This is an optimization exercise on Yosys and OpenROAD, whose aim is small area, a short achievable clock period and few clock cycles per item, not a production implementation. Where RTL was checked, it was by simulation tests only, not by an equivalence proof against the original. Power figures rest on the tool's default switching activity, not on a simulated workload.

==> inputs of 11-21 <==
==> flow/design.v <==
package pixel_pkg;
    typedef logic [24-1:0] pixel_t;
    typedef logic [$clog2(16+1)-1:0] col_t;
    typedef logic [$clog2(8+4)-1:0] row_t;
endpackage
package ctrl_pkg;
    typedef logic [2:0] bank_t;
    typedef enum logic [1:0] {
        FILL = 2'd0,
        RUN  = 2'd1,
        DONE = 2'd2
    } seq_state_e;
endpackage
module pixel_window (
    input  logic                      clk,
    input  logic                      rst_n,
    input  logic                      in_valid,
    output logic                      in_ready,
    input  pixel_pkg::pixel_t         in_pixel,
    output logic                      out_valid,
    input  logic                      out_ready,
    output pixel_pkg::pixel_t [15:0]  out_window,
    output logic                      frame_done
);
    localparam int W     = 16;
    localparam int H     = 8;
    localparam int PB    = 24;
    localparam int NPIX  = W * H;
    localparam int NELEM = W * (H + 2);
    localparam int CW    = $clog2(W);
    localparam int SW    = $clog2(NELEM + 1);
    typedef logic [PB-1:0] pixel_t;
    pixel_t          skid;
    logic            skid_v;      
    logic            virt;        
    logic            pend;        
    logic            top_row;     
    logic            win_flag;    
    logic            last;        
    logic [SW-1:0]   elem;        
    logic [SW-1:0]   elem_inc;
    logic            acc;
    logic            in_block;    
    logic            shift;
    logic            skid_v_next;
    logic            virt_next;
    pixel_t          new_elem;
    pixel_t          chain_last;   
    assign in_ready = !in_block;
    assign acc      = in_valid && !in_block;
    assign shift    = (pend || acc) && (!out_valid || out_ready);
    assign new_elem = virt ? chain_last : (skid_v ? skid : in_pixel);
    assign skid_v_next  = skid_v ? !shift : (acc && !shift);
    assign elem_inc     = elem + SW'(1);
    assign virt_next    = shift ? (elem_inc >= SW'(NPIX)) : virt;
    always_ff @(posedge clk or negedge rst_n) begin
        if (!rst_n) begin
            in_block   <= 1'b0;
            skid_v     <= 1'b0;
            virt       <= 1'b0;
            pend       <= 1'b0;
            top_row    <= 1'b1;
            win_flag   <= 1'b0;
            last       <= 1'b0;
            elem       <= '0;
            out_valid  <= 1'b0;
            frame_done <= 1'b0;
        end else begin
            skid_v    <= skid_v_next;
            in_block  <= skid_v_next || virt_next;
            if (shift) begin
                elem     <= elem_inc;
                top_row  <= (elem_inc < SW'(W));
                win_flag <= (elem_inc[SW-1:CW] >= (SW-CW)'(2)) && (elem_inc[CW-1:0] >= CW'(3));
                last     <= (elem_inc == SW'(NELEM));
            end
            virt      <= virt_next;
            pend      <= skid_v_next || (shift ? (virt_next && elem_inc != SW'(NELEM))
                                               : (virt && !last));
            out_valid <= shift ? win_flag : (out_valid && !out_ready);
            if (out_valid && out_ready && last) begin
                frame_done <= 1'b1;
            end
        end
    end
    always_ff @(posedge clk) begin
        if (acc && !shift) begin
            skid <= in_pixel;
        end
    end
    logic   shift_q;
    pixel_t taps   [0:3][0:3];
    pixel_t body   [0:2][4:W-1];
    pixel_t tap_d  [0:2];
    pixel_t seg_out[0:2];
    always_ff @(posedge clk or negedge rst_n) begin
        if (!rst_n) begin
            shift_q <= 1'b0;
        end else begin
            shift_q <= shift;
        end
    end
    for (genvar k = 0; k < 3; k++) begin : g_seg
        assign seg_out[k] = shift_q ? body[k][W-2] : body[k][W-1];
        always_ff @(posedge clk) begin
            tap_d[k] <= taps[k][3];
            if (shift_q) begin
                body[k][4] <= tap_d[k];
                for (int p = 5; p < W; p++) begin
                    body[k][p] <= body[k][p-1];
                end
            end
        end
    end
    assign chain_last = seg_out[0];
    always_ff @(posedge clk) begin
        if (shift) begin
            for (int k = 0; k < 4; k++) begin
                for (int p = 1; p < 4; p++) begin
                    taps[k][p] <= taps[k][p-1];
                end
            end
            taps[0][0] <= new_elem;
            taps[1][0] <= top_row ? new_elem : seg_out[0];
            taps[2][0] <= seg_out[1];
            taps[3][0] <= seg_out[2];
        end
    end
    always_comb begin
        for (int j = 0; j < 4; j++) begin
            for (int i = 0; i < 4; i++) begin
                out_window[j*4 + i] = taps[3-j][3-i];
            end
        end
    end
endmodule
==> flow/flow/run.sh <==
#!/bin/bash
# The standard layout, with plain buffers on the ports instead of the delay cells that
# buffer_ports would otherwise pick.
set -euo pipefail
export BUFFER_PORTS_ARGS="-buffer_cell sky130_fd_sc_hd__buf_2"
bash standard.sh > standard.log 2>&1
==> flow/standard.sh <==
#!/bin/bash
# synth_recipe.tcl (not shown) runs the flow's synth.tcl, then flattens the netlist and writes it again
# the make line also repeats each setting of config.mk as NAME=value (left out here)
make -C /OpenROAD-flow-scripts/flow DESIGN_CONFIG=/design/flow/config.mk WORK_HOME=/design/flow/orfs CLKGATE_MAP_FILE= SYNTH_SCRIPT=/design/flow/synth_recipe.tcl "${@:-finish}"
==> flow/config.mk <==
export PLATFORM = sky130hd
export DESIGN_NAME = pixel_window
export DESIGN_NICKNAME = pixel_window
export VERILOG_FILES = /design/flow/design.v
export SDC_FILE = /design/flow/constraint.sdc
export NUM_CORES = 4
export LEC_CHECK = 0
export CAP_MARGIN = 20
export CORE_MARGIN = 2
export CORE_UTILIZATION = 65
export CTS_CLUSTER_DIAMETER = 60
export CTS_CLUSTER_SIZE = 30
export PLACE_DENSITY = 0.75
export SETUP_SLACK_MARGIN = 2.8
export SLEW_MARGIN = 20
export TNS_END_PERCENT = 5
==> flow/constraint.sdc <==
create_clock -name core_clock -period 5.0 [get_ports {clk}]
set_input_delay 1.0000 -clock core_clock [delete_from_list [all_inputs] [get_ports {clk}]]
set_output_delay 1.0000 -clock core_clock [all_outputs]
set_load 0.01 [all_outputs]
==> inputs of 05-24, as changes to 11-21 <==
==> flow/design.v, changed modules only <==
module pixel_window (
    input  logic                      clk,
    input  logic                      rst_n,
    input  logic                      in_valid,
    output logic                      in_ready,
    input  pixel_pkg::pixel_t         in_pixel,
    output logic                      out_valid,
    input  logic                      out_ready,
    output pixel_pkg::pixel_t [15:0]  out_window,
    output logic                      frame_done
);
    localparam int W     = 16;
    localparam int H     = 8;
    localparam int PB    = 24;
    localparam int NPIX  = W * H;
    localparam int NELEM = W * (H + 2);
    localparam int CLEN  = 3 * W + 4;
    localparam int CW    = $clog2(W);
    localparam int SW    = $clog2(NELEM + 1);
    localparam int AW    = $clog2(NPIX + 1);
    typedef logic [PB-1:0] pixel_t;
    pixel_t          chain [0:CLEN-1];
    pixel_t          skid;
    logic            skid_v;      
    logic            virt;        
    logic            pend;        
    logic            top_row;     
    logic            win_flag;    
    logic            last;        
    logic [AW-1:0]   acc_cnt;
    logic [SW-1:0]   elem;        
    logic [SW-1:0]   elem_inc;
    logic            acc;
    logic            in_block;    
    logic            shift;
    logic            skid_v_next;
    logic [AW-1:0]   acc_cnt_next;
    pixel_t          new_elem;
    assign in_ready = !in_block;
    assign acc      = in_valid && !in_block;
    assign shift    = (pend || acc) && (!out_valid || out_ready);
    assign new_elem = virt ? chain[W-1] : (skid_v ? skid : in_pixel);
    assign skid_v_next  = skid_v ? !shift : (acc && !shift);
    assign acc_cnt_next = acc_cnt + AW'(acc);
    assign elem_inc     = elem + SW'(1);
    always_ff @(posedge clk or negedge rst_n) begin
        if (!rst_n) begin
            in_block   <= 1'b0;
            skid_v     <= 1'b0;
            virt       <= 1'b0;
            pend       <= 1'b0;
            top_row    <= 1'b1;
            win_flag   <= 1'b0;
            last       <= 1'b0;
            acc_cnt    <= '0;
            elem       <= '0;
            out_valid  <= 1'b0;
            frame_done <= 1'b0;
        end else begin
            skid_v    <= skid_v_next;
            acc_cnt   <= acc_cnt_next;
            in_block  <= skid_v_next || (acc_cnt_next == AW'(NPIX));
            if (shift) begin
                elem     <= elem_inc;
                virt     <= (elem_inc >= SW'(NPIX));
                top_row  <= (elem_inc < SW'(W));
                win_flag <= (elem_inc[SW-1:CW] >= (SW-CW)'(2)) && (elem_inc[CW-1:0] >= CW'(3));
                last     <= (elem_inc == SW'(NELEM));
            end
            pend      <= skid_v_next || (shift ? (elem_inc >= SW'(NPIX) && elem_inc != SW'(NELEM))
                                               : (virt && !last));
            out_valid <= shift ? win_flag : (out_valid && !out_ready);
            if (out_valid && out_ready && last) begin
                frame_done <= 1'b1;
            end
        end
    end
    always_ff @(posedge clk) begin
        if (acc && !shift) begin
            skid <= in_pixel;
        end
    end
    always_ff @(posedge clk) begin
        if (shift) begin
            chain[0] <= new_elem;
            for (int p = 1; p < CLEN; p++) begin
                chain[p] <= (p == W && top_row) ? new_elem : chain[p-1];
            end
        end
    end
    always_comb begin
        for (int j = 0; j < 4; j++) begin
            for (int i = 0; i < 4; i++) begin
                out_window[j*4 + i] = chain[(3-j)*W + (3-i)];
            end
        end
    end
endmodule
--- a/flow/config.mk
+++ b/flow/config.mk
@@ -11,6 +11,5 @@
 export CTS_CLUSTER_DIAMETER = 60
 export CTS_CLUSTER_SIZE = 30
 export PLACE_DENSITY = 0.75
-export SETUP_SLACK_MARGIN = 2.8
+export SETUP_SLACK_MARGIN = 2.5
 export SLEW_MARGIN = 20
-export TNS_END_PERCENT = 5
==> inputs of 06-26, as changes to 11-21 <==
==> flow/design.v, changed modules only <==
module pixel_window (
    input  logic                      clk,
    input  logic                      rst_n,
    input  logic                      in_valid,
    output logic                      in_ready,
    input  pixel_pkg::pixel_t         in_pixel,
    output logic                      out_valid,
    input  logic                      out_ready,
    output pixel_pkg::pixel_t [15:0]  out_window,
    output logic                      frame_done
);
    localparam int W     = 16;
    localparam int H     = 8;
    localparam int PB    = 24;
    localparam int NPIX  = W * H;
    localparam int NELEM = W * (H + 2);
    localparam int CLEN  = 3 * W + 4;
    localparam int CW    = $clog2(W);
    localparam int SW    = $clog2(NELEM + 1);
    typedef logic [PB-1:0] pixel_t;
    pixel_t          chain [0:CLEN-1];
    pixel_t          skid;
    logic            skid_v;      
    logic            virt;        
    logic            pend;        
    logic            top_row;     
    logic            win_flag;    
    logic            last;        
    logic [SW-1:0]   elem;        
    logic [SW-1:0]   elem_inc;
    logic            acc;
    logic            in_block;    
    logic            shift;
    logic            skid_v_next;
    logic            virt_next;
    pixel_t          new_elem;
    assign in_ready = !in_block;
    assign acc      = in_valid && !in_block;
    assign shift    = (pend || acc) && (!out_valid || out_ready);
    assign new_elem = virt ? chain[W-1] : (skid_v ? skid : in_pixel);
    assign skid_v_next  = skid_v ? !shift : (acc && !shift);
    assign elem_inc     = elem + SW'(1);
    assign virt_next    = shift ? (elem_inc >= SW'(NPIX)) : virt;
    always_ff @(posedge clk or negedge rst_n) begin
        if (!rst_n) begin
            in_block   <= 1'b0;
            skid_v     <= 1'b0;
            virt       <= 1'b0;
            pend       <= 1'b0;
            top_row    <= 1'b1;
            win_flag   <= 1'b0;
            last       <= 1'b0;
            elem       <= '0;
            out_valid  <= 1'b0;
            frame_done <= 1'b0;
        end else begin
            skid_v    <= skid_v_next;
            in_block  <= skid_v_next || virt_next;
            if (shift) begin
                elem     <= elem_inc;
                top_row  <= (elem_inc < SW'(W));
                win_flag <= (elem_inc[SW-1:CW] >= (SW-CW)'(2)) && (elem_inc[CW-1:0] >= CW'(3));
                last     <= (elem_inc == SW'(NELEM));
            end
            virt      <= virt_next;
            pend      <= skid_v_next || (shift ? (virt_next && elem_inc != SW'(NELEM))
                                               : (virt && !last));
            out_valid <= shift ? win_flag : (out_valid && !out_ready);
            if (out_valid && out_ready && last) begin
                frame_done <= 1'b1;
            end
        end
    end
    always_ff @(posedge clk) begin
        if (acc && !shift) begin
            skid <= in_pixel;
        end
    end
    always_ff @(posedge clk) begin
        if (shift) begin
            chain[0] <= new_elem;
            for (int p = 1; p < CLEN; p++) begin
                chain[p] <= (p == W && top_row) ? new_elem : chain[p-1];
            end
        end
    end
    always_comb begin
        for (int j = 0; j < 4; j++) begin
            for (int i = 0; i < 4; i++) begin
                out_window[j*4 + i] = chain[(3-j)*W + (3-i)];
            end
        end
    end
endmodule
--- a/flow/config.mk
+++ b/flow/config.mk
@@ -7,10 +7,10 @@
 export LEC_CHECK = 0
 export CAP_MARGIN = 20
 export CORE_MARGIN = 2
-export CORE_UTILIZATION = 65
+export CORE_UTILIZATION = 75
 export CTS_CLUSTER_DIAMETER = 60
 export CTS_CLUSTER_SIZE = 30
-export PLACE_DENSITY = 0.75
+export PLACE_DENSITY = 0.85
 export SETUP_SLACK_MARGIN = 2.8
 export SLEW_MARGIN = 20
 export TNS_END_PERCENT = 5
==> inputs of 07-07, as changes to 11-21 <==
==> flow/design.v, changed modules only <==
module pixel_window (
    input  logic                      clk,
    input  logic                      rst_n,
    input  logic                      in_valid,
    output logic                      in_ready,
    input  pixel_pkg::pixel_t         in_pixel,
    output logic                      out_valid,
    input  logic                      out_ready,
    output pixel_pkg::pixel_t [15:0]  out_window,
    output logic                      frame_done
);
    localparam int W     = 16;
    localparam int H     = 8;
    localparam int PB    = 24;
    localparam int NPIX  = W * H;
    localparam int NELEM = W * (H + 2);
    localparam int CLEN  = 3 * W + 4;
    localparam int CW    = $clog2(W);
    localparam int SW    = $clog2(NELEM + 1);
    localparam int AW    = $clog2(NPIX + 1);
    typedef logic [PB-1:0] pixel_t;
    pixel_t          chain [0:CLEN-1];
    pixel_t          skid;
    logic            skid_v;      
    logic            virt;        
    logic            pend;        
    logic            top_row;     
    logic            win_flag;    
    logic            last;        
    logic [AW-1:0]   acc_cnt;
    logic [SW-1:0]   elem;        
    logic [SW-1:0]   elem_inc;
    logic            acc;
    logic            shift;
    logic            skid_v_next;
    logic [AW-1:0]   acc_cnt_next;
    pixel_t          new_elem;
    assign acc      = in_valid && in_ready;
    assign shift    = (pend || acc) && (!out_valid || out_ready);
    assign new_elem = virt ? chain[W-1] : (skid_v ? skid : in_pixel);
    assign skid_v_next  = skid_v ? !shift : (acc && !shift);
    assign acc_cnt_next = acc_cnt + AW'(acc);
    assign elem_inc     = elem + SW'(1);
    always_ff @(posedge clk or negedge rst_n) begin
        if (!rst_n) begin
            in_ready   <= 1'b1;
            skid_v     <= 1'b0;
            virt       <= 1'b0;
            pend       <= 1'b0;
            top_row    <= 1'b1;
            win_flag   <= 1'b0;
            last       <= 1'b0;
            acc_cnt    <= '0;
            elem       <= '0;
            out_valid  <= 1'b0;
            frame_done <= 1'b0;
        end else begin
            skid_v    <= skid_v_next;
            acc_cnt   <= acc_cnt_next;
            in_ready  <= !skid_v_next && (acc_cnt_next != AW'(NPIX));
            if (shift) begin
                elem     <= elem_inc;
                virt     <= (elem_inc >= SW'(NPIX));
                top_row  <= (elem_inc < SW'(W));
                win_flag <= (elem_inc[SW-1:CW] >= (SW-CW)'(2)) && (elem_inc[CW-1:0] >= CW'(3));
                last     <= (elem_inc == SW'(NELEM));
            end
            pend      <= skid_v_next || (shift ? (elem_inc >= SW'(NPIX) && elem_inc != SW'(NELEM))
                                               : (virt && !last));
            out_valid <= shift ? win_flag : (out_valid && !out_ready);
            if (out_valid && out_ready && last) begin
                frame_done <= 1'b1;
            end
        end
    end
    always_ff @(posedge clk) begin
        if (acc && !shift) begin
            skid <= in_pixel;
        end
    end
    always_ff @(posedge clk) begin
        if (shift) begin
            chain[0] <= new_elem;
            for (int p = 1; p < CLEN; p++) begin
                chain[p] <= (p == W && top_row) ? new_elem : chain[p-1];
            end
        end
    end
    always_comb begin
        for (int j = 0; j < 4; j++) begin
            for (int i = 0; i < 4; i++) begin
                out_window[j*4 + i] = chain[(3-j)*W + (3-i)];
            end
        end
    end
endmodule
==> flow/run.sh (new file) <==
#!/bin/bash
# synth_recipe.tcl (not shown) runs the flow's synth.tcl, then flattens the netlist and writes it again
# the make line also repeats each setting of config.mk as NAME=value (left out here)
make -C /OpenROAD-flow-scripts/flow DESIGN_CONFIG=/design/flow/config.mk WORK_HOME=/design/flow/orfs CLKGATE_MAP_FILE= SYNTH_SCRIPT=/design/flow/synth_recipe.tcl finish
==> flow/config.mk (replaced) <==
export PLATFORM = sky130hd
export DESIGN_NAME = pixel_window
export DESIGN_NICKNAME = pixel_window
export VERILOG_FILES = /design/flow/design.v
export SDC_FILE = /design/flow/constraint.sdc
export NUM_CORES = 4
export LEC_CHECK = 0
export CAP_MARGIN = 20
export CORE_MARGIN = 2
export CORE_UTILIZATION = 40
export SETUP_SLACK_MARGIN = 2.5
export SLEW_MARGIN = 20
removed: flow/flow/run.sh
removed: flow/standard.sh
==> comparison table <==
quantity	05-24	11-21	07-07	06-26
Outcome	no timing/DRC/antenna violations	no timing/DRC/antenna violations	no timing/DRC/antenna violations	stopped before the end
Failing step	-	-	-	clock tree synthesis
Yosys reg bits	1,297	1,362	1,297	1,289
Proportion of cell area occupied by registers	85.72%	83.27%	76.60%	-
Crit Path Class	in -> reg	reg -> out	in -> reg	-
Placed cell count	2,699	2,925	3,209	2,566
Post-route clock period utilization	49.35%	46.39%	49.26%	-
Launching point of the worst reg2reg path	in_block$_DFF_PN0_	skid_v$_DFF_PN0_	in_ready$_DFF_PN1_	-
Post-Route Skew	0.02527 ns	0.03252 ns	0.02390 ns	-
CTS clock-pin slew for the worst setup and hold paths	0.11 ns	0.11 ns	0.06 ns	-
Fraction of met2 tracks used by global routing	24.29%	27.58%	17.22%	-
Pin count of the biggest net entering global routing	194	145	139	-
Die Span Y	252.8 µm	257.0 µm	321.0 µm	234.4 µm
Final core utilization	73.67%	74.82%	50.76%	-
Antenna-violating nets left	0	0	0	-
Iteration-0 DRC count of the detailed router	1,388	1,399	1,458	-
Group drawing the most power	registers	registers	registers	-
CTS tree	yes	yes	yes	-
1st-pass router iterations	5	5	5	-
Most frequent standard cell in the layout excluding fill and tap cells	edfxtp_1	edfxtp_1	edfxtp_1	-
Worst Reg-to-Reg Cells	4	4	6	-
Final Max Slew Viols	0	0	0	-
Number of multi-input combinational cells in the layout	181	233	181	-
Max-slew headroom at the worst pin	41.73%	38.07%	38.07%	-
Cell count after synthesis	1,498	1,647	1,498	1,468
Cell area after placement	43,430 µm²	45,020 µm²	46,150 µm²	42,910 µm²
Testbench counts of 05-24, summed over its fixed seeds: cycles 5,152, windows 3,328.
Testbench counts of 06-26, summed over its fixed seeds: cycles 5,152, windows 3,328.
Only the layout flow was run in 11-21 and 07-07; the RTL was not checked for function there.

-- what the ideal ports hide --
Ports are ideal in the flow. The routed layouts listed here were re-timed in OpenROAD.
Step 1 sets driving cells, clkbuf_16 on the clock port and buf_2 on the other inputs (assumed; they add their load-dependent delay and slew).
Step 2 times the ports against the registers' clock, not the clock port: input delays grow and output delays shrink by t, the midpoint of the rising clock arrivals with the driver on.
Three values: no drivers, after step 1, after step 2; two values: the first two.
run | t (ns) | setup WS [ns] | clock arrival spread, ns | worst data-port slew with drivers (ns)
11-21 | 0.702 | 2.680 / 2.620 / 2.433 | 0.035 / 0.036 | 0.05
05-24 | 0.692 | 2.533 / 2.538 / 1.846 | 0.034 / 0.034 | 0.07
07-07 | 0.759 | 2.537 / 2.508 / 1.800 | 0.033 / 0.032 | 0.06
After both steps setup and hold are still met in every run listed. For 07-07, which loses most, drivers alone change the setup slack by -0.029 ns; drivers and shift together by -0.737 ns.
